Source: an optimization exercise on an open RTL-to-GDS flow (aim: small area and a short achievable clock period). Production flows keep margins and buffers that such runs may drop.
Function was checked by simulation only, so behaviour that the tests miss may differ from the original.
Power is estimated from default activity; no workload was simulated.

### run.sh
#!/bin/bash
# synth_recipe.tcl (not shown) runs the flow's synth.tcl, then flattens the netlist and writes it again
# the make line also repeats each setting of config.mk as NAME=value (left out here)
make -C /OpenROAD-flow-scripts/flow DESIGN_CONFIG=/design/flow/config.mk WORK_HOME=/design/flow/orfs CLKGATE_MAP_FILE= SYNTH_SCRIPT=/design/flow/synth_recipe.tcl finish
### config.mk
export PLATFORM = sky130hd
export DESIGN_NAME = robTop
export DESIGN_NICKNAME = robTop
export VERILOG_FILES = /design/flow/design.v
export SDC_FILE = /design/flow/constraint.sdc
export NUM_CORES = 4
export LEC_CHECK = 0
export CAP_MARGIN = 20
export CORE_MARGIN = 2
export CORE_UTILIZATION = 40
export SETUP_SLACK_MARGIN = 2.0
export SLEW_MARGIN = 20
export TNS_END_PERCENT = 0
### constraint.sdc
create_clock -name core_clock -period 6.5 [get_ports {Clk}]
set_input_delay 1.3000 -clock core_clock [delete_from_list [all_inputs] [get_ports {Clk}]]
set_output_delay 1.3000 -clock core_clock [all_outputs]
set_load 0.01 [all_outputs]
### design.v
package robEntryPkg;
    typedef logic [4-1:0]   robIdxT;
    typedef logic [32-1:0]        pcT;
    typedef logic [5-1:0]  archRegT;
    typedef logic [6-1:0]  physRegT;
    typedef logic [7-1:0] trapCodeT;
    typedef logic [3-1:0]   bufIdxT;
    typedef enum logic [1:0] {
        opAlu     = 2'b00,
        opLoad    = 2'b01,
        opStore   = 2'b10,
        opSyscall = 2'b11
    } microOpE;
    typedef struct packed {
        logic     valid;
        logic     done;
        microOpE  op;
        logic     rdValid;
        archRegT  archRd;
        physRegT  physRd;
        pcT       pc;
        logic     trap;
        trapCodeT trapCode;
        pcT       faultAddr;
        bufIdxT   bufIdx;
    } robEntryT;
endpackage
package robCtrlPkg;
    typedef enum logic {
        stateRun      = 1'b0,
        stateTrapHold = 1'b1
    } retireStateE;
    typedef logic [1:0] retireCountT;
    typedef logic [4:0] occupancyT;
endpackage
`timescale 1ns/1ps
module robTop (
    input  logic                   Clk,
    input  logic                   arstN,
    input  logic                   stall,
    input  logic                   flush,
    input  logic                   extInterrupt,
    input  logic                   dispatchValid0,
    input  robEntryPkg::pcT        dispatchPc0,
    input  robEntryPkg::microOpE   dispatchOp0,
    input  logic                   dispatchRdValid0,
    input  robEntryPkg::archRegT   dispatchArchRd0,
    input  robEntryPkg::physRegT   dispatchPhysRd0,
    input  logic                   dispatchValid1,
    input  robEntryPkg::pcT        dispatchPc1,
    input  robEntryPkg::microOpE   dispatchOp1,
    input  logic                   dispatchRdValid1,
    input  robEntryPkg::archRegT   dispatchArchRd1,
    input  robEntryPkg::physRegT   dispatchPhysRd1,
    output robEntryPkg::robIdxT    allocIdx0,
    output robEntryPkg::robIdxT    allocIdx1,
    output logic                   robFull,
    input  logic                   aluDone0,
    input  logic                   aluDone1,
    input  robEntryPkg::robIdxT    aluDoneIdx0,
    input  robEntryPkg::robIdxT    aluDoneIdx1,
    input  logic                   memDone,
    input  robEntryPkg::robIdxT    memDoneIdx,
    input  logic                   memTrap,
    input  robEntryPkg::trapCodeT  memTrapCode,
    input  robEntryPkg::pcT        memFaultAddr,
    input  robEntryPkg::bufIdxT    memBufIdx,
    input  robEntryPkg::robIdxT    pcReadIdx,
    output robEntryPkg::pcT        pcReadData,
    output logic                   commitMap0,
    output logic                   commitMap1,
    output robEntryPkg::archRegT   commitArchRd0,
    output robEntryPkg::archRegT   commitArchRd1,
    output robEntryPkg::physRegT   commitPhysRd0,
    output robEntryPkg::physRegT   commitPhysRd1,
    output logic                   memRetire,
    output logic                   memRetireStore,
    output robEntryPkg::bufIdxT    memRetireBufIdx,
    output logic                   trapValid,
    output robEntryPkg::pcT        trapPc,
    output robEntryPkg::pcT        trapAddr,
    output robEntryPkg::trapCodeT  trapCode
);
    localparam int PW = 32;
    localparam int AW = 5;
    localparam int RW = 6;
    localparam int FW = 2 + 1 + AW + RW;
    logic [3:0] headIdx, tailIdx;
    logic [4:0] occupancy;
    logic       trapHold;
    logic [1:0] retireCount;
    logic [1:0] allocCount;
    logic       trapTaken;
    logic       allocWrite0, allocWrite1;
    logic       active;
    logic [3:0] headNext;
    logic [3:0] head1Next;
    logic [7:0] rowOddSel, rowEvenSel;
    assign active      = !stall && !flush;
    assign robFull     = occupancy[4] || (occupancy[3:0] == 4'd15);
    assign allocWrite0 = dispatchValid0 && !robFull && active;
    assign allocWrite1 = allocWrite0 && dispatchValid1;
    assign allocCount  = {allocWrite1, allocWrite0 && !allocWrite1};
    assign allocIdx0 = tailIdx;
    assign allocIdx1 = tailIdx + 4'd1;
    assign headNext  = flush ? 4'd0 : stall ? headIdx : headIdx + {2'b0, retireCount};
    assign head1Next = headNext + 4'd1;
    always_ff @(posedge Clk or negedge arstN) begin
        if (!arstN) begin
            headIdx    <= '0;
            rowOddSel  <= 8'd1;
            rowEvenSel <= 8'd1;
            tailIdx    <= '0;
            occupancy  <= '0;
            trapHold   <= 1'b0;
        end else begin
            headIdx    <= headNext;
            rowOddSel  <= 8'd1 << headNext[3:1];
            rowEvenSel <= 8'd1 << head1Next[3:1];
            if (flush) begin
                tailIdx   <= '0;
                occupancy <= '0;
                trapHold  <= 1'b0;
            end else if (!stall) begin
                tailIdx   <= tailIdx + {2'b0, allocCount};
                occupancy <= occupancy + {3'b0, allocCount} - {3'b0, retireCount};
                if (trapTaken) trapHold <= 1'b1;
            end
        end
    end
    logic [FW-1:0] entF   [2][8];
    logic [PW-1:0] entPc  [2][8];
    logic [2:0]    entBuf [2][8];
    logic          entDone[2][8];
    logic [FW-1:0] wrF    [2];
    logic [PW-1:0] wrPc   [2];
    logic [1:0]    bankWe;
    logic [2:0]    bankRow[2];
    logic [FW-1:0] d0F, d1F;
    assign d0F = {dispatchOp0[0] ^ dispatchOp0[1], dispatchOp0[1], dispatchRdValid0,
                  dispatchArchRd0, dispatchPhysRd0};
    assign d1F = {dispatchOp1[0] ^ dispatchOp1[1], dispatchOp1[1], dispatchRdValid1,
                  dispatchArchRd1, dispatchPhysRd1};
    always_comb begin
        for (int b = 0; b < 2; b++) begin
            if (tailIdx[0] == b[0]) begin
                wrF[b]     = d0F;
                wrPc[b]    = dispatchPc0;
                bankWe[b]  = allocWrite0;
                bankRow[b] = tailIdx[3:1];
            end else begin
                wrF[b]     = d1F;
                wrPc[b]    = dispatchPc1;
                bankWe[b]  = allocWrite1;
                bankRow[b] = tailIdx[3:1] + {2'b0, tailIdx[0]};
            end
        end
    end
    always_ff @(posedge Clk) begin
        for (int b = 0; b < 2; b++) begin
            for (int r = 0; r < 8; r++) begin
                if (bankWe[b] && bankRow[b] == r[2:0]) begin
                    entF[b][r]  <= wrF[b];
                    entPc[b][r] <= wrPc[b];
                end
                if (active && memDone && memDoneIdx == {r[2:0], b[0]}) begin
                    entBuf[b][r] <= memBufIdx;
                end
                if (bankWe[b] && bankRow[b] == r[2:0]) begin
                    entDone[b][r] <= 1'b0;
                end else if (active && ((aluDone0 && aluDoneIdx0 == {r[2:0], b[0]}) ||
                                        (aluDone1 && aluDoneIdx1 == {r[2:0], b[0]}) ||
                                        (memDone  && memDoneIdx  == {r[2:0], b[0]}))) begin
                    entDone[b][r] <= 1'b1;
                end
            end
        end
    end
    logic                    faultValid;
    logic [3:0]              faultIdx;
    logic [7-1:0] faultCode;
    logic [PW-1:0]           faultAddr;
    logic                    faultNew;
    logic [3:0]              newAge, oldAge;
    assign newAge   = memDoneIdx - headIdx;
    assign oldAge   = faultIdx - headIdx;
    assign faultNew = active && memDone && memTrap && (!faultValid || newAge < oldAge);
    always_ff @(posedge Clk or negedge arstN) begin
        if (!arstN) begin
            faultValid <= 1'b0;
        end else if (flush) begin
            faultValid <= 1'b0;
        end else if (faultNew) begin
            faultValid <= 1'b1;
        end
    end
    always_ff @(posedge Clk) begin
        if (faultNew) begin
            faultIdx  <= memDoneIdx;
            faultCode <= memTrapCode;
            faultAddr <= memFaultAddr;
        end
    end
    logic [FW-1:0] bankF   [2];
    logic [2:0]    bankBuf [2];
    logic [PW-1:0] bankPc  [2];
    logic          bankDone[2];
    always_comb begin
        for (int b = 0; b < 2; b++) begin
            bankF[b]    = '0;
            bankBuf[b]  = '0;
            bankPc[b]   = '0;
            bankDone[b] = 1'b0;
            for (int r = 0; r < 8; r++) begin
                if (b == 0 ? rowEvenSel[r] : rowOddSel[r]) begin
                    bankF[b]    = bankF[b]    | entF[b][r];
                    bankBuf[b]  = bankBuf[b]  | entBuf[b][r];
                    bankPc[b]   = bankPc[b]   | entPc[b][r];
                    bankDone[b] = bankDone[b] | entDone[b][r];
                end
            end
        end
    end
    logic [FW-1:0] h0F, h1F;
    logic [2:0]    h0Buf, h1Buf;
    logic          h0Done, h1Done;
    assign h0F    = headIdx[0] ? bankF[1]    : bankF[0];
    assign h1F    = headIdx[0] ? bankF[0]    : bankF[1];
    assign h0Buf  = headIdx[0] ? bankBuf[1]  : bankBuf[0];
    assign h1Buf  = headIdx[0] ? bankBuf[0]  : bankBuf[1];
    assign h0Done = headIdx[0] ? bankDone[1] : bankDone[0];
    assign h1Done = headIdx[0] ? bankDone[0] : bankDone[1];
    assign trapPc = headIdx[0] ? bankPc[1]   : bankPc[0];
    assign pcReadData = entPc[pcReadIdx[0]][pcReadIdx[3:1]];
    logic       h0M, h1M, h0S, h1S;
    logic       h0Rdv, h1Rdv;
    logic       h0Valid, h1Valid;
    logic       h0Trap, h1Trap;
    logic       h0Sys, h1Sys;
    logic       retireEnable, h0Ready;
    logic       interruptTake, faultTake, syscallTake;
    logic       retire0, retire1;
    assign h0M   = h0F[FW-1];
    assign h1M   = h1F[FW-1];
    assign h0S   = h0F[FW-2];
    assign h1S   = h1F[FW-2];
    assign h0Rdv = h0F[FW-3];
    assign h1Rdv = h1F[FW-3];
    assign h0Sys = !h0M && h0S;
    assign h1Sys = !h1M && h1S;
    assign h0Valid = occupancy != 5'd0;
    assign h1Valid = occupancy[4:1] != 4'd0;
    assign h0Trap  = faultValid && (faultIdx == headIdx);
    assign h1Trap  = faultValid && (faultIdx == headIdx + 4'd1);
    assign retireEnable  = active && !trapHold;
    assign h0Ready       = retireEnable && h0Valid && h0Done;
    assign interruptTake = retireEnable && extInterrupt && h0Valid;
    assign faultTake     = h0Ready && !extInterrupt && h0Trap;
    assign syscallTake   = h0Ready && !extInterrupt && !h0Trap && h0Sys;
    assign trapTaken     = interruptTake || faultTake || syscallTake;
    assign retire0 = h0Ready && !extInterrupt && !h0Trap && !h0Sys;
    assign retire1 = retire0 && h1Valid && h1Done && !h1Trap && !h1Sys && !(h0M && h1M);
    assign retireCount = {retire1, retire0 && !retire1};
    assign commitMap0    = retire0 && h0Rdv;
    assign commitMap1    = retire1 && h1Rdv;
    assign commitArchRd0 = h0F[AW+RW-1 -: AW];
    assign commitArchRd1 = h1F[AW+RW-1 -: AW];
    assign commitPhysRd0 = h0F[RW-1:0];
    assign commitPhysRd1 = h1F[RW-1:0];
    assign memRetire       = (retire0 && h0M) || (retire1 && h1M);
    assign memRetireStore  = h0M ? h0S : h1S;
    assign memRetireBufIdx = h0M ? h0Buf : h1Buf;
    assign trapValid = trapTaken;
    assign trapCode  = extInterrupt ? 7'(0) :
                       h0Trap       ? faultCode : 7'(10);
    assign trapAddr  = (!extInterrupt && h0Trap) ? faultAddr : '0;
endmodule
==> out/qor.yml, run 1 <==
power:
  p_per_area_nw_per_um2: 270
  leakagePower_nw: 14.9
  peakVddDrop_uv: 244
clock_network:
  cts_root_buffer: "clkbuf_16"
  cts.reportedPaths.clkPinSlew_ps: 60
  clk_latency_ps: 680
  cts_sinks: 874
  cts_tree: "built"
  numCtsBuffers: 92
  htreeDepth: 3
  hold_buffers: 0
  clockBufferDepth: 3
placement:
  dpl_cell_area_um2: 42300
  dpl.cell_count: 4000
  io_buffers: 302
  dp_hpwl_mm: 81.2
  gp_congestion: 0.914
synthesis:
  synth-seq-cells: 874
  netlist_area_um2: 37500
  avgSynthCellArea_um2: 14.7
  synthTopCellsByArea: "edfxtp_1 66%, a22oi_1 7.3%, mux2_2 3.1%"
  synthFlopType: "edfxtp_1"
  yosysTopAreaCellShare_pct: 66.3
  yosysMostFrequentCell: "edfxtp_1"
  synth-edff-count: 827
  synth_top_area_cell: "edfxtp_1"
  async_flop_share_pct: 3.55
  synth_fp_nets: 2734
  syn_inst: 2542
  synth.cells.most_frequent: "827 x edfxtp_1, 363 x a22oi_1, 125 x clkbuf_1"
  synth_cell_types: 74
  ys_seq_area_share_pct: 69.2
  synth_warnings: 12
route:
  drc_errors: 0
  drtIter0Drc: 4681
  vias: 28238
  postRouteWirelength_mm: 143
  post_drt_wl_per_cell_um: 33.9
  viasPerCell: 6.70
  dr.pass1.iters: 9
  drtAntennaViolNets: 0
timing:
  min_period_over_period_pct: 74.1
  min_period_ps: 4820
  hold_violations: 0
  final.setup.tns_ps: 0
  fmax_mhz: 208
  clock_skew_ps: 28.3
  setup_violations: 0
  slew-limit-headroom_pct: 21.0
  worst_pin_slew_ps: 1190
  rsz0062_at_grt: "yes"
  drv_slew: 0
worst_setup_path:
  worstPathMaxFanout: 28
  cp-end-kind: "output port"
  rrSetupSlack_ps: 2270
  ff2ff_path_depth: 11
  worstSetupPathType: "input port to output port"
  r2r-start: "rowEvenSel[5]"
  reg2reg_to: "rowEvenSel[5]"
  critPathRequiredTime_ps: 5200
  cp-start-kind: "input port"
  critical_path_arrival_ps: 3520
layout:
  syn2layout_area_growth_pct: 23.4
  final_cell_area_um2: 46200
  layout.nets: 3084
  stdcell_count: 4217
  drive_above_1_share_pct: 15.7
  diodes: 0
  fillers: 7895
floorplan:
  core-area_um2: 93000
  die_w_um: 310
  rows: 112
  start_util_pct: 40.3
  pin_count: 303
  die-area_um2: 96100
  die_height_um: 310
min_path:
  hold-path-cell-count: 2
  worstHoldStart: "entDone[13]"
  hp-class: "flip-flop to flip-flop"
  hold-path-endpoint: "entDone[13]"
global_routing:
  grt.total_usage_pct: 29.1
  grt_pass1_wl_mm: 199
  grt_max_degree: 71
  grt-ovfl-total: 0
  grt_pass1_vias: 28031
  antenna_found_initial: 1
outcome:
  status: "timing/DRC/antenna clean"
flow_run:
  max-cap-violations: 0
## power by group
| part | internal [mW] | switching, mW |
|---|---|---|
| Clock | 3.16 | 2.22 |
| Sequential | 6.24 | 0.0364 |
| Combinational | 0.347 | 0.470 |
| Total | 9.74 | 2.73 |
## cell families after synthesis
| group | after synthesis | share of synthesized area [%] |
|---|---|---|
| buf+inv | 224 | 2.44 |
| xor+xnor | 22 | 0.551 |
| flops | 874 | 69.2 |
| simple gates | 480 | 7.03 |
| fa+ha+maj | 31 | 1.16 |
| mux | 120 | 3.55 |
| compound gates | 791 | 16.1 |
## layout by cell type, fill, tap and decap left out, drive strengths merged, types with 43 or more instances in the layout
cell type	n
a221oi	56
edfxtp	827
nor2	95
and3	50
nand3	105
mux2	104
a21oi	102
nand2	66
a211oi	43
buf	149
clkbuf	111
a22oi	363
clkdlybuf4s50	286
a222oi	85
## flip-flops by register name, indices dropped and copies added (netlist names), 5 cells and up
name,cells
entBuf,48
entDone,16
entF,224
entPc,512
faultAddr,32
faultCode,7
occupancy,5
rowEvenSel,8
rowOddSel,8
## worst max-delay path, cell delays in order
cell and delay, ps:
buf_6 180, nand2b_1 400, nor2_2 480, a32o_1 180, a21oi_1 70, a21oi_2 280
clkdlybuf4s50_1 610
## repair_timing
item,in CTS,in global routing
setup endpoints to repair,131,115
pin swaps,10,0
buffers inserted,50,0
gates cloned,1,1
resized for setup,104,2
## cell type report
type                       count  area (um^2)  area share [%]
clock buffer                 110         2410            5.22
clock inverter                55          626            1.35
inverter                      31          116           0.252
multi-input combinational   1444        11000            23.7
sequential                   874        26000            56.2
tap                         1254         1570            3.39
timing repair buffer         449         4550            9.85
## through the flow
step                hold WS [ps]  util (%)  worst slack (ps)  total power [mW]
finish                       501      49.7              1680              12.5
global route                 511      49.7              1670              12.8
CTS                          485      49.6              1760              12.5
detailed placement           472      45.4               926              7.17
global placement             463      45.4              1010              7.16
floorplan                    442         -               547              6.75
## worst max-delay path by stage
stage	depth (start not counted)	slack, ps	to	start
finish	7	1680	pcReadData[13]	pcReadIdx[1]
global route	8	1670	pcReadData[20]	pcReadIdx[2]
CTS	8	1760	pcReadData[14]	pcReadIdx[3]
detailed placement	7	930	pcReadData[7]	pcReadIdx[0]
global placement	7	1010	pcReadData[7]	pcReadIdx[0]
floorplan	5	550	entF[10][0]	stall
## metal layers
| metal | vias up | global-route usage (%) | part of all wire (%) |
|---|---|---|---|
| met4 | 0 | 13.2 | 5.5 |
| met5 | - | 0 | 0 |
| met3 | 543 | 7.99 | 14 |
| li1 | 11313 | - | - |
| met1 | 13967 | 37.8 | 36 |
| met2 | 2415 | 45.4 | 45 |
==> inputs of run 2 (changes only) <==
--- a/config.mk
+++ b/config.mk
@@ -8,6 +8,6 @@
 export CAP_MARGIN = 20
 export CORE_MARGIN = 2
 export CORE_UTILIZATION = 40
-export SETUP_SLACK_MARGIN = 2.0
+export SETUP_SLACK_MARGIN = 3.0
 export SLEW_MARGIN = 20
 export TNS_END_PERCENT = 0
==> run 2 against run 1 <==
Still clean on timing, DRC and antenna. Combinational power increased by 4.8%. Critical path depth down 1. Power down 1.4%. Via count decreased by 0.13%. Worst setup slack improved by 280 ps. Count of clock-buffer cells in the layout up 4. Final cell count rose by 1.3%. Critical endpoint is now trapPc[29].
==> out/qor.yml, run 2 <==
min_path:
  hp-class: "flip-flop to flip-flop"
layout:
  drive_above_1_share_pct: 17.5  # +1.8 points
  top_regs: "entPc (512), entF (224), entBuf (48)"
  seqCellArea_um2: 26000  # about the same
  regMostFlops: "entPc"
  multi_input_area_um2: 11100  # +0.90%
  fillers: 7830  # -0.82%
  layout.nets: 3134  # +1.6%
  final_common_cell: "edfxtp_1"
  diodes: 0  # unchanged
  layout_common_cells: "827 x edfxtp_1, 360 x a22oi_1, 261 x clkdlybuf4s50_1"
  largest_register_ffs: 512  # unchanged
  syn2layout_area_growth_pct: 25.0
clock_network:
  hold_buffers: 0  # unchanged
  htreeDepth: 3  # unchanged
  numCtsBuffers: 92  # unchanged
  cts_root_buffer: "clkbuf_16"
  cts.reportedPaths.clkPinSlew_ps: 60  # about the same
  cts_sinks: 874  # unchanged
  clk_latency_ps: 670  # about the same
  cts_tree: "built"
  clockBufferDepth: 3  # unchanged
placement:
  pre_cts_slack_ps: 951  # +25.3 ps
  gp_congestion: 0.948  # +3.7%
  dp_hpwl_mm: 81.4  # +0.25%
  io_buffers: 302  # unchanged
synthesis:
  yosysMostFrequentCell: "edfxtp_1"
  async_flop_share_pct: 3.55  # unchanged
  avgSynthCellArea_um2: 14.7  # unchanged
  ys_seq_area_share_pct: 69.2  # unchanged
  synth_top_area_cell: "edfxtp_1"
  synth_warnings: 12  # unchanged
  syn_inst: 2542  # unchanged
  synth.cells.most_frequent: "827 x edfxtp_1, 363 x a22oi_1, 125 x clkbuf_1"
  synthTopCellsByArea: "edfxtp_1 66%, a22oi_1 7.3%, mux2_2 3.1%"
  yosysTopAreaCellShare_pct: 66.3  # unchanged
  synth_cell_types: 74  # unchanged
  synth-edff-count: 827  # unchanged
  synth-seq-cells: 874  # unchanged
  netlist_area_um2: 37500  # unchanged
  synth_fp_nets: 2734  # unchanged
  synthFlopType: "edfxtp_1"
power:
  clock_power_share_pct: 42.0  # -1.1 points
  p_sw_mw: 2.73  # about the same
  power_frac_seq_pct: 51.1  # +0.8 points
  intPower_mw: 9.57  # -1.8%
  p_per_area_nw_per_um2: 262  # -2.7%
  leakagePower_nw: 15.3  # +2.2%
  p_comb_share_pct: 7.0  # +0.4 points
  peakVddDrop_uv: 217  # -11%
  power_mw: 12.3  # -1.4%
  switching_share_pct: 22.2  # +0.31 points
floorplan:
  die_height_um: 310  # unchanged
  die-area_um2: 96100  # unchanged
  rows: 112  # unchanged
  die_w_um: 310  # unchanged
  start_util_pct: 40.3  # unchanged
  core-area_um2: 93000  # unchanged
  pin_count: 303  # unchanged
global_routing:
  antenna_found_initial: 3  # +2
  grt_max_degree: 65  # -8.5%
  grt-ovfl-total: 0  # unchanged
  grt_pass1_vias: 27972  # -0.21%
  grt.total_usage_pct: 29.2  # +0.16 points
  grt_pass1_wl_mm: 200  # +0.59%
worst_setup_path:
  cp-start-kind: "flip-flop"
  crit_chain: "buf_4 > a22oi_1 > nand3_1 > a211oi_1 > a21oi_1 > clkdlybuf4s50_1"
  worstSetupPathType: "flip-flop to output port"
  cpPeakStageDelay_ps: 660  # +50 ps
  cp-end-kind: "output port"
  critPathRequiredTime_ps: 5200  # about the same
  critical_path_arrival_ps: 3230  # -290 ps
  worstPathMaxFanout: 25  # -11%
  cp_slowest_cell: "clkdlybuf4s50_1"
timing:
  holdWs_ps: 488  # -13.3 ps
  clock_skew_ps: 29.2  # +0.863 ps
  setup_slack_ps: 1970  # +282 ps
  min_period_over_period_pct: 69.8  # -4.3 points
  hold_violations: 0  # unchanged
  worst_pin_slew_ps: 1200  # +13.0 ps
  slew-limit-headroom_pct: 20.1  # -0.86 points
  fmax_mhz: 221  # +6.2%
  drv_slew: 0  # unchanged
  min_period_ps: 4530  # -282 ps
  setup_violations: 0  # unchanged
  final.setup.tns_ps: 0  # unchanged
  rsz0062_at_grt: "yes"
route:
  post_drt_wl_per_cell_um: 33.6  # -0.71%
  drc_errors: 0  # unchanged
  viasPerCell: 6.60  # -1.4%
  dr.pass1.iters: 11  # +2
  postRouteWirelength_mm: 144  # +0.54%
  drtAntennaViolNets: 0  # unchanged
  drtIter0Drc: 4349  # -7.1%
  vias: 28200  # -0.13%
outcome:
  status: "timing/DRC/antenna clean"
flow_run:
  max-cap-violations: 0  # unchanged
[run 2: cell counts after synthesis]
Identical to the previous run, type by type.
[run 2: area by class of cell]
class	instances	share of cell area [%]
clock inverter	54	0.980
clock buffer	114	5.24
sequential	874	55.5
tap	1254	3.35
timing repair buffer	499	11.1
multi-input combinational	1444	23.6
inverter	31	0.248
[run 2: timing repair]
action | 4_1_cts | 5_1_grt
gates resized for setup | 208 | 7
gates cloned | 7 | 0
endpoints found under the setup margin | 820 | 846
buffers inserted | 75 | 21
pin swaps | 27 | 7
[run 2: worst paths after layout]
| check | startpoint | to | slack (ps) | depth (start not counted) |
|---|---|---|---|---|
| setup / recovery | rowEvenSel[5] | trapPc[29] | 1970 | 6 |
| max in group asynchronous | arstN | rowEvenSel[5] | 5080 | 2 |
| hold / removal | entDone[5] | entDone[5] | 490 | 2 |
| hold reg to reg | entDone[5] | entDone[5] | 490 | 2 |
| min in group asynchronous | arstN | tailIdx[3] | 1040 | 2 |
| setup reg to reg | rowOddSel[0] | rowEvenSel[7] | 2360 | 13 |
[run 2: cell families after synthesis]
logic type      Yosys count  share of synthesized area, %
fa+ha+maj                31                          1.16
compound gates          791                          16.1
flops                   874                          69.2
xor+xnor                 22                         0.551
mux                     120                          3.55
buf+inv                 224                          2.44
simple gates            480                          7.03
[run 2: per-layer routing]
| layer | global-route usage [%] | wire length, um |
|---|---|---|
| met1 | 36.5 | 50800 |
| met2 | 47.7 | 67600 |
| met3 | 7.98 | 17900 |
| met4 | 13.0 | 7270 |
| met5 | 0 | 36 |
[run 2: worst max-delay path, delay by kind of cell (launching register included)]
family                 cells  cell delay, ps
flip-flops                 1             490
buffers and inverters      2            1160
AO/OA/AOI/OAI              3             780
AND/OR/NAND/NOR            1             140
[run 2: metrics by stage]
stage,std cells,utilization [%],cell area (um^2)
finish,4270,50.4,46900
global route,4270,50.4,46900
CTS,4249,50.2,46700
detailed placement,3999,45.4,42300
global placement,3999,45.4,42300
floorplan,2542,-,37600
[run 2: power groups by stage]
stage / Clock, mW / Sequential [mW] / Combinational [mW]
4_1_cts: 5.18 / 6.27 / 0.830
2_1_floorplan: 0 / 6.38 / 0.377
3_5_place_dp: 0 / 6.39 / 0.782
5_1_grt: 5.42 / 6.28 / 0.899
3_3_place_gp: 0 / 6.39 / 0.763
6_report: 5.16 / 6.28 / 0.856
==> inputs of run 3 (changes only) <==
--- a/config.mk
+++ b/config.mk
@@ -7,7 +7,7 @@
 export LEC_CHECK = 0
 export CAP_MARGIN = 20
 export CORE_MARGIN = 2
-export CORE_UTILIZATION = 40
+export CORE_UTILIZATION = 75
 export SETUP_SLACK_MARGIN = 3.0
 export SLEW_MARGIN = 20
 export TNS_END_PERCENT = 0
==> run 3 against run 2 <==
The flow now stops in global routing. Area after synthesis stayed put. Synthesized cell count stayed put.
==> out/qor.yml, run 3 <==
synthesis:
  synthTopCellsByArea: "edfxtp_1 66%, a22oi_1 7.3%, mux2_2 3.1%"
  avgSynthCellArea_um2: 14.7  # unchanged
  synth.cells.most_frequent: "827 x edfxtp_1, 363 x a22oi_1, 125 x clkbuf_1"
  synth_warnings: 12  # unchanged
  synth_fp_nets: 2734  # unchanged
  ys_seq_area_share_pct: 69.2  # unchanged
  synth-edff-count: 827  # unchanged
  synthFlopType: "edfxtp_1"
  yosysMostFrequentCell: "edfxtp_1"
  async_flop_share_pct: 3.55  # unchanged
  yosysTopAreaCellShare_pct: 66.3  # unchanged
  synth_top_area_cell: "edfxtp_1"
  synth-seq-cells: 874  # unchanged
  netlist_area_um2: 37500  # unchanged
  syn_inst: 2542  # unchanged
  synth_cell_types: 74  # unchanged
clock_network:
  cts_sinks: 874  # unchanged
  htreeDepth: 3  # unchanged
  hold_buffers: 0  # unchanged
  numCtsBuffers: 85  # -7.6%
  clockBufferDepth: 3  # unchanged
  cts_root_buffer: "clkbuf_16"
global_routing:
  grt.total_usage_pct: 82.0
  grt-ovfl-total: 184
  grt_max_degree: 70
outcome:
  error: "[ERROR GRT-0232] Routing congestion too high. Check the congestion heatmap in the GUI."
  status: "did not finish"
  lastStage: "global routing"
timing:
  worst-ep-kind: "top-level output"
  worst_endpoint: "commitMap1"
floorplan:
  die_w_um: 228  # -27%
  start_util_pct: 76.2  # +36 points
  die_height_um: 228  # -27%
  pin_count: 303  # unchanged
  rows: 81  # -28%
placement:
  io_buffers: 302  # unchanged
  gp_congestion: 1.04  # +10%
  pre_cts_slack_ps: 807  # -144 ps
  dp_hpwl_mm: 72.1  # -11%
  dpl_cell_area_um2: 41400  # -2.0%
  dpl.cell_count: 3384  # -15%
==> run 3: cells by family after synthesis <==
logic type	Yosys count	share of synthesized area, %
flip-flops	874	69.2
AO/OA/AOI/OAI	791	16.1
AND/OR/NAND/NOR	480	7.03
buffers and inverters	224	2.44
multiplexers	120	3.55
adder cells (fa/ha/maj)	31	1.16
XOR/XNOR	22	0.551
==> run 3: metal layers <==
metal,GRT overflow,track usage (%)
met1,5,82.2
met2,91,93.9
met3,6,72.8
met4,81,79.4
met5,1,45.3
==> run 3: stage by stage <==
step | power (mW) | util, %
after floorplan | 6.75 | -
after global placement | 7.10 | 84.3
after detailed placement | 7.13 | 84.3
after CTS | 11.9 | 93.7
==> run 3: power groups by stage <==
stage	combinational (mW)	clock, mW	sequential, mW
after CTS	0.807	4.86	6.28
after global placement	0.710	0	6.39
after floorplan	0.377	0	6.38
after detailed placement	0.739	0	6.40
==> run 3: worst max-delay path by stage <==
stage	startpoint	endpoint
after floorplan	pcReadIdx[3]	pcReadData[9]
after global placement	pcReadIdx[2]	pcReadData[20]
after detailed placement	pcReadIdx[2]	pcReadData[20]
after CTS	rowEvenSel[0]	memRetire
==> run 3: timing repair <==
item | 4_1_cts
setup buffers | 108
gates resized for setup | 209
pin swaps | 35
endpoints found under the setup margin | 786
gates cloned | 11
==> inputs of run 4 (changes only) <==
--- a/config.mk
+++ b/config.mk
@@ -7,7 +7,7 @@
 export LEC_CHECK = 0
 export CAP_MARGIN = 20
 export CORE_MARGIN = 2
-export CORE_UTILIZATION = 75
+export CORE_UTILIZATION = 60
 export SETUP_SLACK_MARGIN = 3.0
 export SLEW_MARGIN = 20
 export TNS_END_PERCENT = 0
==> run 4 against run 3 <==
The run now finishes clean. Synthesized cell count stayed put. Area after synthesis unchanged.
==> out/qor.yml, run 4 <==
global_routing:
  grt.total_usage_pct: 43.7
  antenna_found_initial: 3
  grt_max_degree: 65
  grt_pass1_vias: 28903
  grt_pass1_wl_mm: 199
  grt-ovfl-total: 0
route:
  drc_errors: 0
  drtAntennaViolNets: 0
  dr.pass1.iters: 10
  postRouteWirelength_mm: 145
  viasPerCell: 7.56
  post_drt_wl_per_cell_um: 37.0
  vias: 29537
  drtIter0Drc: 5752
synthesis:
  async_flop_share_pct: 3.55  # unchanged
  synth-edff-count: 827  # unchanged
  yosysTopAreaCellShare_pct: 66.3  # unchanged
  avgSynthCellArea_um2: 14.7  # unchanged
  ys_seq_area_share_pct: 69.2  # unchanged
  synthFlopType: "edfxtp_1"
  netlist_area_um2: 37500  # unchanged
  synth_top_area_cell: "edfxtp_1"
  synth.cells.most_frequent: "827 x edfxtp_1, 363 x a22oi_1, 125 x clkbuf_1"
  synth_cell_types: 74  # unchanged
  synth_fp_nets: 2734  # unchanged
  synthTopCellsByArea: "edfxtp_1 66%, a22oi_1 7.3%, mux2_2 3.1%"
  synth-seq-cells: 874  # unchanged
  synth_warnings: 12  # unchanged
  syn_inst: 2542  # unchanged
  yosysMostFrequentCell: "edfxtp_1"
timing:
  worst_pin_slew_ps: 1210
  min_period_over_period_pct: 68.4
  fmax_mhz: 225
  final.setup.tns_ps: 0
  setup_violations: 0
  hold_violations: 0
  drv_slew: 0
  rsz0062_at_grt: "yes"
  clock_skew_ps: 21.2
  min_period_ps: 4450
  slew-limit-headroom_pct: 18.8
outcome:
  status: "timing/DRC/antenna clean"
min_path:
  hp-class: "flip-flop to flip-flop"
placement:
  dpl_cell_area_um2: 41800  # +0.91%
  io_buffers: 302  # unchanged
  gp_congestion: 0.949  # -9.1%
  dp_hpwl_mm: 78.5  # +8.9%
power:
  leakagePower_nw: 15.7
  p_per_area_nw_per_um2: 254
  peakVddDrop_uv: 215
  power_frac_seq_pct: 52.3
  clock_power_share_pct: 40.2
  power_mw: 12.0
  intPower_mw: 9.33
  p_sw_mw: 2.68
  p_comb_share_pct: 7.5
  switching_share_pct: 22.3
clock_network:
  numCtsBuffers: 88  # +3.5%
  cts.reportedPaths.clkPinSlew_ps: 60
  cts_sinks: 874  # unchanged
  clockBufferDepth: 3  # unchanged
  htreeDepth: 3  # unchanged
  clk_latency_ps: 660
  cts_tree: "built"
  cts_root_buffer: "clkbuf_16"
  hold_buffers: 0  # unchanged
worst_setup_path:
  worstSetupPathType: "input port to output port"
  cp-end-kind: "output port"
  critPathRequiredTime_ps: 5200
  cp-start-kind: "input port"
  rrSetupSlack_ps: 2280
  worstPathMaxFanout: 8
  critical_path_arrival_ps: 3150
floorplan:
  rows: 91  # +12%
  start_util_pct: 60.7  # -16 points
  die_w_um: 254  # +12%
  core-area_um2: 61700
  die-area_um2: 64500
  pin_count: 303  # unchanged
  die_height_um: 254  # +12%
layout:
  largest_register_ffs: 512
  drive_above_1_share_pct: 20.7
  layout.nets: 3191
  utilization_pct: 76.5
  layout_common_cells: "827 x edfxtp_1, 354 x a22oi_1, 251 x clkdlybuf4s50_1"
  regMostFlops: "entPc"
  syn2layout_area_growth_pct: 26.0
  top_regs: "entPc (512), entF (224), entBuf (48)"
  fillers: 3700
  final_common_cell: "edfxtp_1"
  final_cell_area_um2: 47200
flow_run:
  max-cap-violations: 0
run 4: stage by stage:
| step | instances | hold slack (ps) | worst slack (ps) |
|---|---|---|---|
| after floorplan | 2542 | 442 | 2520 |
| after global placement | 3585 | 453 | 1100 |
| after detailed placement | 3585 | 466 | 1070 |
| after CTS | 3871 | 479 | 2140 |
| after global routing | 3903 | 507 | 2090 |
| final | 3907 | 480 | 2050 |
run 4: logic make-up (layout without fill, tap and decap cells):
family,Yosys count,after routing,synth area share (%)
simple gates,480,483,7.03
buf+inv,224,744,2.44
fa+ha+maj,31,31,1.16
mux,120,120,3.55
flops,874,874,69.2
xor+xnor,22,22,0.551
other cells,0,4,0
compound gates,791,792,16.1
run 4: path summary, 6_finish.rpt:
kind	startpoint	to	cells after the start
max in group asynchronous	arstN	rowEvenSel[2]	2
hold / removal	entDone[13]	entDone[13]	2
min in group asynchronous	arstN	rowEvenSel[6]	2
hold reg to reg	entDone[13]	entDone[13]	2
setup / recovery	pcReadIdx[1]	pcReadData[18]	10
setup reg to reg	headIdx[0]	rowEvenSel[7]	14
run 4: metal layers:
metal  vias up  track usage, %  routed length, um
met5         -               0                 26
met4         4            30.2              11800
met3       823            12.9              22000
met2      3062            66.0              64300
met1     14101            54.5              46500
li1      11547               -                  -
run 4: area by class of cell:
class / count / area (um^2) / share of cell area, %
sequential: 874 / 26000 / 55.1
multi-input combinational: 1448 / 11400 / 24.1
timing repair buffer: 556 / 6020 / 12.7
clock buffer: 107 / 2280 / 4.84
tap: 837 / 1050 / 2.22
clock inverter: 50 / 385 / 0.816
inverter: 31 / 118 / 0.249
antenna: 4 / 10.0 / 0.0212
run 4: power by group through the flow:
stage,clock [mW],sequential (mW),combinational (mW)
floorplan,0,6.38,0.377
global placement,0,6.39,0.748
detailed placement,0,6.39,0.764
CTS,4.79,6.28,0.837
global route,5.01,6.28,0.925
finish,4.83,6.28,0.900
run 4: critical path, cell delays in order:
cell,delay (ps)
buf_16,130
buf_16,140
buf_12,120
nor4b_4,310
buf_4,220
buf_4,230
a22oi_1,140
o2111ai_1,110
o22a_2,260
clkbuf_2,170
run 4: what timing repair did:
item,CTS,global route
setup buffers,111,26
setup endpoints to repair,683,690
pin swaps,59,43
gates resized for setup,311,76
endpoints found under the hold margin,0,0
gates cloned,18,5
==> inputs of run 5 (changes only) <==
==> flow/run.sh (new file) <==
#!/bin/bash
# The standard layout (standard.sh, unchanged synthesis) with two changes:
# port buffers are sky130 buf_2 cells, and clock tree synthesis gets its own
# arguments. Each tool's full output stays in orfs/logs; make's output goes
# to standard.log in this folder.
set -euo pipefail
export BUFFER_PORTS_ARGS="-buffer_cell sky130_fd_sc_hd__buf_2"
export CTS_ARGS="-sink_clustering_enable -repair_clock_nets -dont_use_dummy_load"
bash standard.sh > standard.log 2>&1
==> standard.sh (new file) <==
#!/bin/bash
# synth_recipe.tcl (not shown) runs the flow's synth.tcl, then flattens the netlist and writes it again
# the make line also repeats each setting of config.mk as NAME=value (left out here)
make -C /OpenROAD-flow-scripts/flow DESIGN_CONFIG=/design/flow/config.mk WORK_HOME=/design/flow/orfs CLKGATE_MAP_FILE= SYNTH_SCRIPT=/design/flow/synth_recipe.tcl "${@:-finish}"
--- a/config.mk
+++ b/config.mk
@@ -7,7 +7,7 @@
 export LEC_CHECK = 0
 export CAP_MARGIN = 20
 export CORE_MARGIN = 2
-export CORE_UTILIZATION = 60
+export CORE_UTILIZATION = 40
 export SETUP_SLACK_MARGIN = 3.0
 export SLEW_MARGIN = 20
 export TNS_END_PERCENT = 0
removed: run.sh
==> run 5 against run 4 <==
Worst setup slack better by 47 ps. Power is 3.9% lower. Final cell count is 7.2% higher. Sequential share of layout area is 2.7 points higher. Count of clock-buffer cells in the layout is 14 lower. Area after synthesis stayed put. Final area is 4.8% lower. Critical path type unchanged. Sequential cell count stayed put. Combinational power is 15% lower.
==> out/qor.yml, run 5 <==
synthesis:
  synth-xor-area-share_pct: 0.551  # unchanged
  synth_cell_types: 74  # unchanged
  synth-seq-cells: 874  # unchanged
  ys_seq_area_share_pct: 69.2  # unchanged
  synthTopCellsByArea: "edfxtp_1 66%, a22oi_1 7.3%, mux2_2 3.1%"
  synth_simple_gate_area_share_pct: 7.03  # unchanged
  yosysTopAreaCellShare_pct: 66.3  # unchanged
  synth_top_family_by_area: "compound AO/OA/AOI/OAI gates"
  synth_fa_ha_area_share_pct: 1.16  # unchanged
  netlist_area_um2: 37500  # unchanged
  async_flop_share_pct: 3.55  # unchanged
  synth_fp_nets: 2734  # unchanged
  synth_top_area_cell: "edfxtp_1"
  syn_inst: 2542  # unchanged
  synth.cells.most_frequent: "827 x edfxtp_1, 363 x a22oi_1, 125 x clkbuf_1"
  synth-edff-count: 827  # unchanged
  synthMuxAreaShare_pct: 3.55  # unchanged
  synth-compound-area-share_pct: 16.1  # unchanged
  synthFlopType: "edfxtp_1"
  yosysMostFrequentCell: "edfxtp_1"
  synth_warnings: 12  # unchanged
  avgSynthCellArea_um2: 14.7  # unchanged
timing:
  setup_violations: 0  # unchanged
  drv_slew: 0  # unchanged
  min_period_over_period_pct: 67.7  # -0.73 points
  final.setup.tns_ps: 0  # unchanged
  fmax_mhz: 227  # +1.1%
  slew-limit-headroom_pct: 19.5  # +0.66 points
  worst_pin_slew_ps: 1210  # -5.93 ps
  min_period_ps: 4400  # -47.4 ps
  hold_violations: 0  # unchanged
  setup_slack_ps: 2100  # +47.4 ps
  clock_skew_ps: 39.8  # +18.7 ps
  rsz0062_at_grt: "yes"
worst_setup_path:
  ff2ff_path_depth: 13  # -1
  cp_slowest_cell: "o32a_1"
  critical_path_arrival_ps: 3100  # -50 ps
  cp-start-kind: "input port"
  cp-end-kind: "output port"
  worstSetupPathType: "input port to output port"
  worstPathMaxFanout: 43  # +35
  crit_chain: "buf_16 > and4b_1 > buf_6 > a222oi_1 > nand3_1 > o32a_1 > buf_2"
  cpPeakStageDelay_ps: 470  # +160 ps
  critPathRequiredTime_ps: 5200  # about the same
clock_network:
  numCtsBuffers: 93  # +5.7%
  hold_buffers: 0  # unchanged
  htreeDepth: 3  # unchanged
  cts_sinks: 874  # unchanged
  clockBufferDepth: 3  # unchanged
  cts_tree: "built"
  cts.reportedPaths.clkPinSlew_ps: 60  # about the same
  clk_latency_ps: 650  # about the same
  cts_root_buffer: "clkbuf_16"
route:
  postRouteWirelength_mm: 145  # +0.28%
  post_drt_wl_per_cell_um: 34.6  # -6.4%
  drtIter0Drc: 5151  # -10%
  drtAntennaViolNets: 0  # unchanged
  vias: 28317  # -4.1%
  drc_errors: 0  # unchanged
  viasPerCell: 6.76  # -11%
  dr.pass1.iters: 8  # -2
global_routing:
  grt_pass1_vias: 27714  # -4.1%
  grt_max_degree: 58  # -11%
  antenna_found_initial: 5  # +2
  grt.total_usage_pct: 29.2  # -14 points
  grt_pass1_wl_mm: 199  # +0.28%
  grt-ovfl-total: 0  # unchanged
layout:
  layout.nets: 3126  # -2.0%
  final_common_cell: "edfxtp_1"
  regMostFlops: "entPc"
  top_regs: "entPc (512), entF (224), entBuf (48)"
  largest_register_ffs: 512  # unchanged
  fillers: 7951  # +110%
  layout_common_cells: "827 x edfxtp_1, 356 x a22oi_1, 298 x buf_2"
  syn2layout_area_growth_pct: 20.0
  drive_above_1_share_pct: 26.8  # +6.1 points
  stdcell_count: 4187  # +7.2%
power:
  p_per_area_nw_per_um2: 256  # +0.92%
  leakagePower_nw: 15.1  # -4.1%
  peakVddDrop_uv: 179  # -17%
min_path:
  hold-path-cell-count: 2  # unchanged
  hp-class: "flip-flop to flip-flop"
floorplan:
  rows: 112  # +23%
  die_height_um: 310  # +22%
  die-area_um2: 96100  # +49%
  core-area_um2: 93000  # +51%
  pin_count: 303  # unchanged
  die_w_um: 310  # +22%
  start_util_pct: 40.3  # -20 points
placement:
  dpl.cell_count: 3991  # +11%
  pre_cts_slack_ps: 1080  # +5.25 ps
  io_buffers: 302  # unchanged
  gp_congestion: 0.952  # +0.26%
  dp_hpwl_mm: 81.3  # +3.5%
outcome:
  status: "timing/DRC/antenna clean"
flow_run:
  max-cap-violations: 0  # unchanged
run 5: cell counts after synthesis:
No cell type changed its count.
run 5: where the power goes:
group          internal [mW]  total [mW]  switching [mW]  leakage, nW
clock                   2.49        4.49            2.00         1.15
combinational          0.290       0.766           0.476         5.94
sequential              6.24        6.28          0.0372         7.97
total                   9.03        11.5            2.51         15.1
run 5: path summary, 6_finish.rpt:
kind | startpoint | endpoint | slack, ps
max in group asynchronous | arstN | rowOddSel[5] | 5210
min reg2reg | entDone[9] | entDone[9] | 480
min in group asynchronous | arstN | tailIdx[0] | 710
min | entDone[9] | entDone[9] | 480
max reg2reg | rowOddSel[1] | rowEvenSel[7] | 2300
max | pcReadIdx[0] | pcReadData[29] | 2100
run 5: worst max-delay path, delay by kind of cell:
kind | cells | cell delay (ps)
AO/OA/AOI/OAI | 2 | 810
AND/OR/NAND/NOR | 2 | 420
buffers and inverters | 3 | 500
run 5: cell type report:
type	count	area (um^2)	share of cell area (%)
Clock buffer	93	2330	5.17
Sequential cell	874	26000	57.8
Tap cell	1254	1570	3.49
Timing Repair Buffer	490	3810	8.48
Multi-Input combinational cell	1444	11100	24.8
Antenna cell	1	2.50	0.00556
Inverter	31	120	0.267
run 5: repair_timing:
action,in CTS,in global routing
buffers inserted,75,14
gates cloned,8,4
pin swaps,15,10
endpoints found under the setup margin,723,803
gates resized for setup,128,20
run 5: cell families (layout without fill, tap and decap cells):
logic type,after synthesis,after routing
buffers and inverters,224,614
multiplexers,120,120
other,0,1
XOR/XNOR,22,22
AND/OR/NAND/NOR,480,480
adder cells (fa/ha/maj),31,31
flip-flops,874,874
AO/OA/AOI/OAI,791,791
run 5: per-stage QoR:
| step | total power [mW] | hold WS [ps] | area, um^2 | util (%) |
|---|---|---|---|---|
| after floorplan | 6.75 | 442 | 37600 | - |
| after global placement | 7.06 | 460 | 40700 | 43.8 |
| after detailed placement | 7.07 | 466 | 40700 | 43.8 |
| after CTS | 11.5 | 479 | 44600 | 48.0 |
| after global routing | 11.8 | 489 | 45000 | 48.3 |
| final | 11.5 | 479 | 45000 | 48.3 |
run 5: metal layers:
metal	routed length [um]	vias up	global-route usage, %
met1	50400	14116	36.7
met4	7770	4	12.8
met2	66100	2336	46.7
met5	34	-	0
li1	-	11346	-
met3	20600	515	8.82
==> inputs of run 6 (changes only) <==
--- a/flow/run.sh
+++ b/flow/run.sh
@@ -5,5 +5,5 @@
 # to standard.log in this folder.
 set -euo pipefail
 export BUFFER_PORTS_ARGS="-buffer_cell sky130_fd_sc_hd__buf_2"
-export CTS_ARGS="-sink_clustering_enable -repair_clock_nets -dont_use_dummy_load"
+export CTS_ARGS="-sink_clustering_enable -repair_clock_nets -dont_use_dummy_load -buf_list sky130_fd_sc_hd__clkbuf_16 -sink_clustering_size 30 -sink_clustering_max_diameter 100"
 bash standard.sh > standard.log 2>&1
==> run 6 against run 5 <==
Power shrank 16%. Via count shrank 1.7%. Combinational power shrank 0.5%. Area after synthesis is the same. Clock skew grew 19 ps. Largest power group unchanged. Sequential cell count is the same. Register-to-register slack gained 140 ps. Critical path depth is the same.
==> out/qor.yml, run 6 <==
min_path:
  hp-class: "flip-flop to flip-flop"
  worstHoldStart: "entDone[9]"
global_routing:
  grt_max_degree: 58  # unchanged
  grt_pass1_vias: 27230  # -1.7%
  antenna_found_initial: 3  # -2
  grt-ovfl-total: 0  # unchanged
  grt_pass1_wl_mm: 197  # -1.0%
  grt.total_usage_pct: 28.8  # -0.41 points
timing:
  clock_skew_ps: 58.9  # +19.1 ps
  holdWs_ps: 492  # +12.7 ps
  rsz0062_at_grt: "yes"
  final.setup.tns_ps: 0  # unchanged
  min_period_over_period_pct: 68.0  # +0.32 points
  drv_slew: 0  # unchanged
  hold_violations: 0  # unchanged
  setup_slack_ps: 2080  # -20.7 ps
  worst_pin_slew_ps: 1210  # -2.96 ps
  min_period_ps: 4420  # +20.7 ps
  setup_violations: 0  # unchanged
  fmax_mhz: 226  # -0.47%
  slew-limit-headroom_pct: 19.7  # +0.20 points
placement:
  io_buffers: 302  # unchanged
  dpl_cell_area_um2: 40700  # unchanged
  dp_hpwl_mm: 81.3  # unchanged
  pre_cts_slack_ps: 1080  # unchanged
  gp_congestion: 0.952  # unchanged
synthesis:
  netlist_area_um2: 37500  # unchanged
  synth_warnings: 12  # unchanged
  synth-seq-cells: 874  # unchanged
  ys_seq_area_share_pct: 69.2  # unchanged
  synth.cells.most_frequent: "827 x edfxtp_1, 363 x a22oi_1, 125 x clkbuf_1"
  synth_top_area_cell: "edfxtp_1"
  yosysTopAreaCellShare_pct: 66.3  # unchanged
  synthTopCellsByArea: "edfxtp_1 66%, a22oi_1 7.3%, mux2_2 3.1%"
  syn_inst: 2542  # unchanged
  avgSynthCellArea_um2: 14.7  # unchanged
  synthFlopType: "edfxtp_1"
  yosysMostFrequentCell: "edfxtp_1"
  synth_cell_types: 74  # unchanged
  synth_fp_nets: 2734  # unchanged
  async_flop_share_pct: 3.55  # unchanged
  synth-edff-count: 827  # unchanged
layout:
  seqCellArea_um2: 26000  # unchanged
  drive_above_1_share_pct: 25.3  # -1.6 points
  largest_register_ffs: 512  # unchanged
  layout_common_cells: "827 x edfxtp_1, 357 x a22oi_1, 298 x buf_2"
  final_cell_area_um2: 43500  # -3.3%
  layout.nets: 3066  # -1.9%
  regMostFlops: "entPc"
  top_regs: "entPc (512), entF (224), entBuf (48)"
  fillers: 8103  # +1.9%
  utilization_pct: 46.7  # -1.6 points
  syn2layout_area_growth_pct: 16.1
  diodes: 0  # -1
  multi_input_area_um2: 11100  # about the same
  final_common_cell: "edfxtp_1"
clock_network:
  numCtsBuffers: 37  # -60%
  htreeDepth: 2  # -1
  cts_sinks: 874  # unchanged
  cts_tree: "built"
  cts.reportedPaths.clkPinSlew_ps: 120  # +60 ps
  clockBufferDepth: 3  # unchanged
  cts_root_buffer: "clkbuf_16"
  clk_latency_ps: 620  # -30 ps
worst_setup_path:
  cp-start-kind: "input port"
  cp-end-kind: "output port"
  worstSetupPathType: "input port to output port"
  r2r-start: "rowOddSel[1]"
  critical_path_arrival_ps: 3120  # +20 ps
  startpoint: "pcReadIdx[3]"
  worstPathMaxFanout: 18  # -58%
  critPathRequiredTime_ps: 5200  # about the same
route:
  drtAntennaViolNets: 0  # unchanged
  post_drt_wl_per_cell_um: 34.8  # +0.64%
  postRouteWirelength_mm: 144  # -0.83%
  drc_errors: 0  # unchanged
  viasPerCell: 6.75  # -0.20%
  dr.pass1.iters: 13  # +5
  drtIter0Drc: 5276  # +2.4%
  vias: 27849  # -1.7%
flow_run:
  max-cap-violations: 0  # unchanged
power:
  p_per_area_nw_per_um2: 224  # -13%
  peakVddDrop_uv: 155  # -13%
  leakagePower_nw: 14.3  # -4.8%
floorplan:
  rows: 112  # unchanged
  start_util_pct: 40.3  # unchanged
  die_height_um: 310  # unchanged
  die_w_um: 310  # unchanged
  die-area_um2: 96100  # unchanged
  pin_count: 303  # unchanged
  core-area_um2: 93000  # unchanged
outcome:
  status: "timing/DRC/antenna clean"
## run 6: cell counts after synthesis
No cell type changed its count.
## run 6: metrics by stage
step           std cells  power, mW
2_1_floorplan       2542       6.75
5_1_grt             4126       9.97
3_3_place_gp        3990       7.06
3_5_place_dp        3991       7.07
4_1_cts             4116       9.71
6_report            4126       9.73
## run 6: cells by family after synthesis
group,count (synthesis),share of synthesized area [%]
AO/OA/AOI/OAI,791,16.1
XOR/XNOR,22,0.551
buffers and inverters,224,2.44
adder cells (fa/ha/maj),31,1.16
AND/OR/NAND/NOR,480,7.03
multiplexers,120,3.55
flip-flops,874,69.2
## run 6: worst max-delay path, stage by stage
cell	delay, ps
buf_16	150
nor2b_1	560
and2_1	300
a22oi_1	90
o2111a_1	250
a41oi_1	270
buf_2	190
## run 6: layout make-up
type	instances	share of cell area [%]
clock buffers	37	2.13
inverters	31	0.276
multi-input cells	1444	25.6
flip-flops and latches	874	59.8
well taps	1254	3.61
repair buffers	486	8.60
## run 6: what timing repair did
| item | CTS | global route |
|---|---|---|
| pin swaps | 18 | 6 |
| gates cloned | 8 | 4 |
| setup buffers | 80 | 5 |
| hold buffers | 0 | 0 |
| resized for setup | 134 | 15 |
| endpoints found under the setup margin | 745 | 803 |
## run 6: metal layers
metal  global-route usage (%)  vias to the layer above  part of all wire, %
met1                     37.2                    13973                   36
met5                        0                        -                0.014
met2                     46.5                     2233                   46
met4                     11.8                        4                  5.1
met3                     7.05                      444                   13
li1                         -                    11195                    -
## run 6: report_power, final
part / internal (mW) / leakage [nW] / switching [mW]
clock: 1.03 / 0.456 / 1.67
combinational: 0.286 / 5.91 / 0.476
sequential: 6.23 / 7.97 / 0.0366
total: 7.55 / 14.3 / 2.18
## run 6: worst paths after layout
path | slack, ps | end | cells after the start
setup reg to reg | 2440 | rowEvenSel[7] | 12
setup / recovery | 2080 | pcReadData[17] | 7
max in group asynchronous | 5200 | rowOddSel[5] | 1
hold / removal | 490 | entDone[9] | 2
hold reg to reg | 490 | entDone[9] | 2
min in group asynchronous | 730 | tailIdx[0] | 1
==> inputs of run 7 (changes only) <==
--- a/flow/run.sh
+++ b/flow/run.sh
@@ -5,5 +5,5 @@
 # to standard.log in this folder.
 set -euo pipefail
 export BUFFER_PORTS_ARGS="-buffer_cell sky130_fd_sc_hd__buf_2"
-export CTS_ARGS="-sink_clustering_enable -repair_clock_nets -dont_use_dummy_load -buf_list sky130_fd_sc_hd__clkbuf_16 -sink_clustering_size 30 -sink_clustering_max_diameter 100"
+export CTS_ARGS="-sink_clustering_enable -repair_clock_nets -dont_use_dummy_load -buf_list sky130_fd_sc_hd__clkbuf_8 -sink_clustering_size 16 -sink_clustering_max_diameter 60"
 bash standard.sh > standard.log 2>&1
==> run 7 against run 6 <==
Still clean on timing, DRC and antenna. Sequential share of layout area decreased by 0.31 points. Critical path depth unchanged. Area after synthesis unchanged. Synthesized cell count unchanged. Global-route usage about the same. Worst setup slack got worse by 4.9 ps.
==> out/qor.yml, run 7 <==
power:
  leakagePower_nw: 14.4  # +0.74%
  intPower_mw: 7.63  # +1.0%
  peakVddDrop_uv: 127  # -18%
  clock_power_share_pct: 29.2  # +1.4 points
  p_per_area_nw_per_um2: 227  # +1.6%
  power_frac_seq_pct: 63.1  # -1.3 points
  switching_share_pct: 23.2  # +0.79 points
  p_comb_share_pct: 7.7  # about the same
  power_mw: 9.93  # +2.1%
  p_sw_mw: 2.31  # +5.7%
clock_network:
  clk_latency_ps: 770  # +150 ps
  htreeDepth: 3  # +1
  cts_root_buffer: "clkbuf_8"
  cts_sinks: 874  # unchanged
  cts.reportedPaths.clkPinSlew_ps: 60  # -60 ps
  cts_tree: "built"
  numCtsBuffers: 81  # +120%
  clockBufferDepth: 3  # unchanged
layout:
  layout_common_cells: "827 x edfxtp_1, 355 x a22oi_1, 298 x buf_2"
  fillers: 8106  # +0.037%
  largest_register_ffs: 512  # unchanged
  syn2layout_area_growth_pct: 16.7
  regMostFlops: "entPc"
  drive_above_1_share_pct: 26.5  # +1.2 points
  layout.nets: 3108  # +1.4%
  stdcell_count: 4169  # +1.0%
  top_regs: "entPc (512), entF (224), entBuf (48)"
  final_common_cell: "edfxtp_1"
worst_setup_path:
  worstPathMaxFanout: 18  # unchanged
  critical_path_arrival_ps: 3130  # about the same
  worstSetupPathType: "input port to output port"
  cp-start-kind: "input port"
  ff2ff_path_depth: 15  # +3
  critPathRequiredTime_ps: 5200  # about the same
  cp-end-kind: "output port"
timing:
  drv_slew: 0  # unchanged
  rsz0062_at_grt: "yes"
  min_period_ps: 4430  # +4.88 ps
  worst_pin_slew_ps: 1220  # +17.2 ps
  min_period_over_period_pct: 68.1  # +0.075 points
  final.setup.tns_ps: 0  # unchanged
  fmax_mhz: 226  # -0.11%
  setup_violations: 0  # unchanged
  hold_violations: 0  # unchanged
  clock_skew_ps: 111  # +51.9 ps
  slew-limit-headroom_pct: 18.5  # -1.1 points
  setup_slack_ps: 2070  # -4.88 ps
floorplan:
  rows: 112  # unchanged
  die-area_um2: 96100  # unchanged
  die_height_um: 310  # unchanged
  die_w_um: 310  # unchanged
  start_util_pct: 40.3  # unchanged
  pin_count: 303  # unchanged
  core-area_um2: 93000  # unchanged
synthesis:
  synth_cell_types: 74  # unchanged
  avgSynthCellArea_um2: 14.7  # unchanged
  syn_inst: 2542  # unchanged
  yosysTopAreaCellShare_pct: 66.3  # unchanged
  async_flop_share_pct: 3.55  # unchanged
  synthTopCellsByArea: "edfxtp_1 66%, a22oi_1 7.3%, mux2_2 3.1%"
  yosysMostFrequentCell: "edfxtp_1"
  synth_top_area_cell: "edfxtp_1"
  synth-seq-cells: 874  # unchanged
  synth_warnings: 12  # unchanged
  synthFlopType: "edfxtp_1"
  synth-edff-count: 827  # unchanged
  synth_fp_nets: 2734  # unchanged
  ys_seq_area_share_pct: 69.2  # unchanged
  synth.cells.most_frequent: "827 x edfxtp_1, 363 x a22oi_1, 125 x clkbuf_1"
  netlist_area_um2: 37500  # unchanged
route:
  postRouteWirelength_mm: 145  # +1.0%
  post_drt_wl_per_cell_um: 34.8  # about the same
  drtAntennaViolNets: 0  # unchanged
  viasPerCell: 6.75  # about the same
  drc_errors: 0  # unchanged
  drtIter0Drc: 4928  # -6.6%
  vias: 28150  # +1.1%
  dr.pass1.iters: 13  # unchanged
global_routing:
  grt_pass1_vias: 27370  # +0.51%
  grt_pass1_wl_mm: 196  # -0.42%
  grt_max_degree: 58  # unchanged
  antenna_found_initial: 4  # +1
  grt.total_usage_pct: 28.7  # -0.032 points
  grt-ovfl-total: 0  # unchanged
outcome:
  status: "timing/DRC/antenna clean"
flow_run:
  max-cap-violations: 0  # unchanged
min_path:
  hp-class: "flip-flop to flip-flop"
  hold-path-cell-count: 2  # unchanged
placement:
  dpl.cell_count: 3991  # unchanged
  dp_hpwl_mm: 81.3  # unchanged
  pre_cts_slack_ps: 1080  # unchanged
  io_buffers: 302  # unchanged
  gp_congestion: 0.952  # unchanged
## run 7: cell counts after synthesis
No cell type changed its count.
## run 7: area by class of cell
| type | count | area [um^2] | share of cell area [%] |
|---|---|---|---|
| Multi-Input combinational cell | 1444 | 11200 | 25.6 |
| Sequential cell | 874 | 26000 | 59.5 |
| Antenna cell | 1 | 2.50 | 0.00572 |
| Inverter | 31 | 120 | 0.275 |
| Tap cell | 1254 | 1570 | 3.59 |
| Timing Repair Buffer | 484 | 3730 | 8.54 |
| Clock buffer | 81 | 1110 | 2.55 |
## run 7: through the flow
stage / hold WS, ps / utilization, % / cell area (um^2)
finish: 480 / 47.0 / 43700
global route: 490 / 47.0 / 43700
detailed placement: 466 / 43.8 / 40700
CTS: 480 / 46.3 / 43000
floorplan: 442 / - / 37600
global placement: 460 / 43.8 / 40700
## run 7: power by group through the flow
stage                     sequential (mW)  clock (mW)  combinational [mW]
after floorplan                      6.38           0               0.377
after global placement               6.39           0               0.664
after detailed placement             6.39           0               0.681
after CTS                            6.27        2.92               0.713
after global routing                 6.27        3.11               0.803
final                                6.27        2.90               0.763
## run 7: cells by family after synthesis
logic type,Yosys count,share of synthesized area [%]
compound gates,791,16.1
xor+xnor,22,0.551
fa+ha+maj,31,1.16
buf+inv,224,2.44
flops,874,69.2
mux,120,3.55
simple gates,480,7.03
## run 7: critical path: stages
cell and delay (ps):
buf_16 150, nor2b_1 560, and2_1 290, a22oi_1 90, o2111a_1 250, a41oi_1 270
buf_2 190
## run 7: worst paths after layout
path	from	to	slack (ps)
max in group asynchronous	arstN	rowOddSel[5]	5300
worst max-delay path	pcReadIdx[3]	pcReadData[17]	2070
min in group asynchronous	arstN	tailIdx[0]	620
worst min register to register	entDone[9]	entDone[9]	480
worst min-delay path	entDone[9]	entDone[9]	480
worst max register to register	headIdx[0]	rowEvenSel[7]	2480
## run 7: metal layers
metal / vias to the layer above / track usage, % / share of wire [%]
li1: 11268 / - / -
met1: 14029 / 36.6 / 35
met2: 2355 / 46.0 / 45
met3: 496 / 8.20 / 14
met4: 2 / 12.2 / 5.2
met5: - / 0 / 0.0090
## run 7: timing repair
action,4_1_cts,5_1_grt
buffers inserted,68,17
hold buffers,0,0
pin swaps,11,17
resized for setup,105,51
gates cloned,1,9
setup endpoints to repair,708,798
endpoints found under the hold margin,0,0
==> inputs of run 8 (changes only) <==
--- a/design.v
+++ b/design.v
@@ -237,7 +237,7 @@
     logic       h0Valid, h1Valid;
     logic       h0Trap, h1Trap;
     logic       h0Sys, h1Sys;
-    logic       retireEnable, h0Ready;
+    logic       retireEnable;
     logic       interruptTake, faultTake, syscallTake;
     logic       retire0, retire1;
     assign h0M   = h0F[FW-1];
@@ -252,22 +252,27 @@
     assign h1Valid = occupancy[4:1] != 4'd0;
     assign h0Trap  = faultValid && (faultIdx == headIdx);
     assign h1Trap  = faultValid && (faultIdx == headIdx + 4'd1);
+    logic run, go;
+    logic p0, p1;
+    assign run = !trapHold && h0Valid;
+    assign go  = !stall && !flush && !extInterrupt;
+    assign p0  = run && h0Done && !h0Trap && !h0Sys;
+    assign p1  = p0 && h1Valid && h1Done && !h1Trap && !h1Sys && !(h0M && h1M);
     assign retireEnable  = active && !trapHold;
-    assign h0Ready       = retireEnable && h0Valid && h0Done;
-    assign interruptTake = retireEnable && extInterrupt && h0Valid;
-    assign faultTake     = h0Ready && !extInterrupt && h0Trap;
-    assign syscallTake   = h0Ready && !extInterrupt && !h0Trap && h0Sys;
-    assign trapTaken     = interruptTake || faultTake || syscallTake;
-    assign retire0 = h0Ready && !extInterrupt && !h0Trap && !h0Sys;
-    assign retire1 = retire0 && h1Valid && h1Done && !h1Trap && !h1Sys && !(h0M && h1M);
+    assign interruptTake = active && extInterrupt && run;
+    assign faultTake     = go && run && h0Done && h0Trap;
+    assign syscallTake   = go && run && h0Done && !h0Trap && h0Sys;
+    assign trapTaken     = active && run && (extInterrupt || (h0Done && (h0Trap || h0Sys)));
+    assign retire0 = go && p0;
+    assign retire1 = go && p1;
     assign retireCount = {retire1, retire0 && !retire1};
-    assign commitMap0    = retire0 && h0Rdv;
-    assign commitMap1    = retire1 && h1Rdv;
+    assign commitMap0    = go && (p0 && h0Rdv);
+    assign commitMap1    = go && (p1 && h1Rdv);
     assign commitArchRd0 = h0F[AW+RW-1 -: AW];
     assign commitArchRd1 = h1F[AW+RW-1 -: AW];
     assign commitPhysRd0 = h0F[RW-1:0];
     assign commitPhysRd1 = h1F[RW-1:0];
-    assign memRetire       = (retire0 && h0M) || (retire1 && h1M);
+    assign memRetire       = go && ((p0 && h0M) || (p1 && h1M));
     assign memRetireStore  = h0M ? h0S : h1S;
     assign memRetireBufIdx = h0M ? h0Buf : h1Buf;
     assign trapValid = trapTaken;
--- a/config.mk
+++ b/config.mk
@@ -8,6 +8,6 @@
 export CAP_MARGIN = 20
 export CORE_MARGIN = 2
 export CORE_UTILIZATION = 40
-export SETUP_SLACK_MARGIN = 3.0
+export SETUP_SLACK_MARGIN = 3.5
 export SLEW_MARGIN = 20
 export TNS_END_PERCENT = 0
==> run 8 against run 7 <==
Still clean. Synthesized cell count down 2.7%. First-iteration DRC count down 10%. Clock power down 2%. Worst setup slack better by 190 ps. Sequential share of layout area up 0.35 points. Largest cell class unchanged. Register-to-register slack better by 20 ps. Global-route usage up 0.42 points. Non-clock buffer count up 4. Via count down 2.0%. Critical path depth unchanged. Hold slack better by 19 ps. Final cell count down 2.9%.
==> out/qor.yml, run 8 <==
synthesis:
  synth_fp_nets: 2667  # -2.5%
  async_flop_share_pct: 3.55  # unchanged
  yosysTopAreaCellShare_pct: 67.0  # +0.78 points
  synth_cell_types: 67  # -9.5%
  synth-edff-count: 827  # unchanged
  synth_top_area_cell: "edfxtp_1"
  syn_inst: 2474  # -2.7%
  netlist_area_um2: 37000  # -1.2%
  synthFlopType: "edfxtp_1"
layout:
  largest_register_ffs: 512  # unchanged
  utilization_pct: 47.4  # +0.42 points
  fillers: 7840  # -3.3%
  regMostFlops: "entPc"
  syn2layout_area_growth_pct: 17.3
  drive_above_1_share_pct: 26.8  # +0.35 points
  multi_input_area_um2: 10800  # -3.1%
worst_setup_path:
  worstPathMaxFanout: 5  # -13
  cpPeakStageDelay_ps: 400  # -160 ps
  cp-end-kind: "output port"
  cp-start-kind: "input port"
  crit_buf_inv: 3  # +1
  crit_chain: "buf_16 > or3_4 > a2111oi_4 > nand4_1 > buf_6 > nor4_4 > buf_2"
  critPathRequiredTime_ps: 5200  # about the same
global_routing:
  grt-ovfl-total: 0  # unchanged
  grt.total_usage_pct: 29.2  # +0.42 points
  grt_pass1_vias: 26970  # -1.5%
  grt_pass1_wl_mm: 196  # about the same
power:
  peakVddDrop_uv: 179  # +41%
  clock_power_share_pct: 28.8  # -0.4 points
  switching_share_pct: 22.8  # -0.38 points
  power_frac_seq_pct: 63.9  # +0.8 points
  p_comb_share_pct: 7.3  # -0.4 points
  power_mw: 9.81  # -1.2%
  p_per_area_nw_per_um2: 226  # -0.63%
placement:
  gp_congestion: 0.871  # -8.5%
  io_buffers: 302  # unchanged
  dp_hpwl_mm: 76.4  # -6.0%
timing:
  rsz0062_at_grt: "yes"
  hold_violations: 0  # unchanged
  slew-limit-headroom_pct: 25.9  # +7.4 points
  holdWs_ps: 499  # +18.7 ps
clock_network:
  cts_tree: "built"
  cts_sinks: 874  # unchanged
  clk_latency_ps: 750  # -20 ps
  cts_root_buffer: "clkbuf_8"
  numCtsBuffers: 78  # -3.7%
outcome:
  status: "timing/DRC/antenna clean"
route:
  postRouteWirelength_mm: 143  # -1.7%
  vias: 27586  # -2.0%
==> run 8: changes by cell type in the layout (fill, tap and decap cells not counted), sizes merged, moves of 14 or more <==
cell | previous run | this run
a222oi | 85 | 64
nand4 | 39 | 64
and2 | 5 | 39
nand2 | 66 | 43
o21ai | 19 | 5
and3 | 50 | 9
a22oi | 363 | 403
o22a | 15 | 32
==> run 8: metrics by stage <==
stage               std cells  instance area (um^2)
global route             4047                 43400
floorplan                2474                 37200
global placement         3851                 40200
detailed placement       3855                 40300
finish                   4049                 43500
CTS                      4023                 43100
==> run 8: layout make-up <==
cell class | instances | share of cell area [%]
repair buffers | 488 | 9.08
inverters | 27 | 0.262
well taps | 1186 | 3.41
flip-flops and latches | 874 | 59.8
diodes | 6 | 0.0346
clock buffers | 78 | 2.47
multi-input cells | 1390 | 24.9
==> run 8: kinds of logic after synthesis <==
family | synth area share, %
AND/OR/NAND/NOR | 6.44
XOR/XNOR | 0.608
AO/OA/AOI/OAI | 16.3
multiplexers | 3.10
flip-flops | 70.0
buffers and inverters | 2.34
adder cells (fa/ha/maj) | 1.20
==> run 8: tightest hold or removal path: stages (launching register included) <==
cell	delay [ps]
dfxtp_1	350
a211oi_1	50
nor2_1	70
==> run 8: timing repair <==
action                     4_1_cts  5_1_grt
cloned                           9        3
setup buffers                   81       15
setup endpoints to repair      867      902
hold endpoints to repair         0        0
pin swaps                       25       11
resized for setup              144       19
hold buffers                     0        0
==> run 8: metal layers <==
layer | up-vias | wire (um) | track usage, %
li1 | 11030 | - | -
met1 | 13702 | 52100 | 38.6
met2 | 2360 | 63500 | 44.6
met3 | 484 | 19900 | 8.58
met4 | 10 | 7020 | 12.8
met5 | - | 161 | 0
==> run 8: path summary, 6_finish.rpt <==
check                              start            end  cells after the start
min                           entDone[7]     entDone[7]                      2
min reg2reg                   entDone[7]     entDone[7]                      2
max                                flush     commitMap1                      7
min in group asynchronous          arstN     headIdx[2]                      1
max in group asynchronous          arstN   rowOddSel[6]                      1
max reg2reg                rowEvenSel[4]  rowEvenSel[5]                     14
==> run 8: power by group through the flow <==
stage          logic (mW)  registers [mW]  clock network [mW]
2_1_floorplan       0.353            6.38                   0
3_3_place_gp        0.625            6.39                   0
3_5_place_dp        0.642            6.39                   0
4_1_cts             0.687            6.26                2.84
5_1_grt             0.758            6.27                3.03
6_report            0.716            6.27                2.83
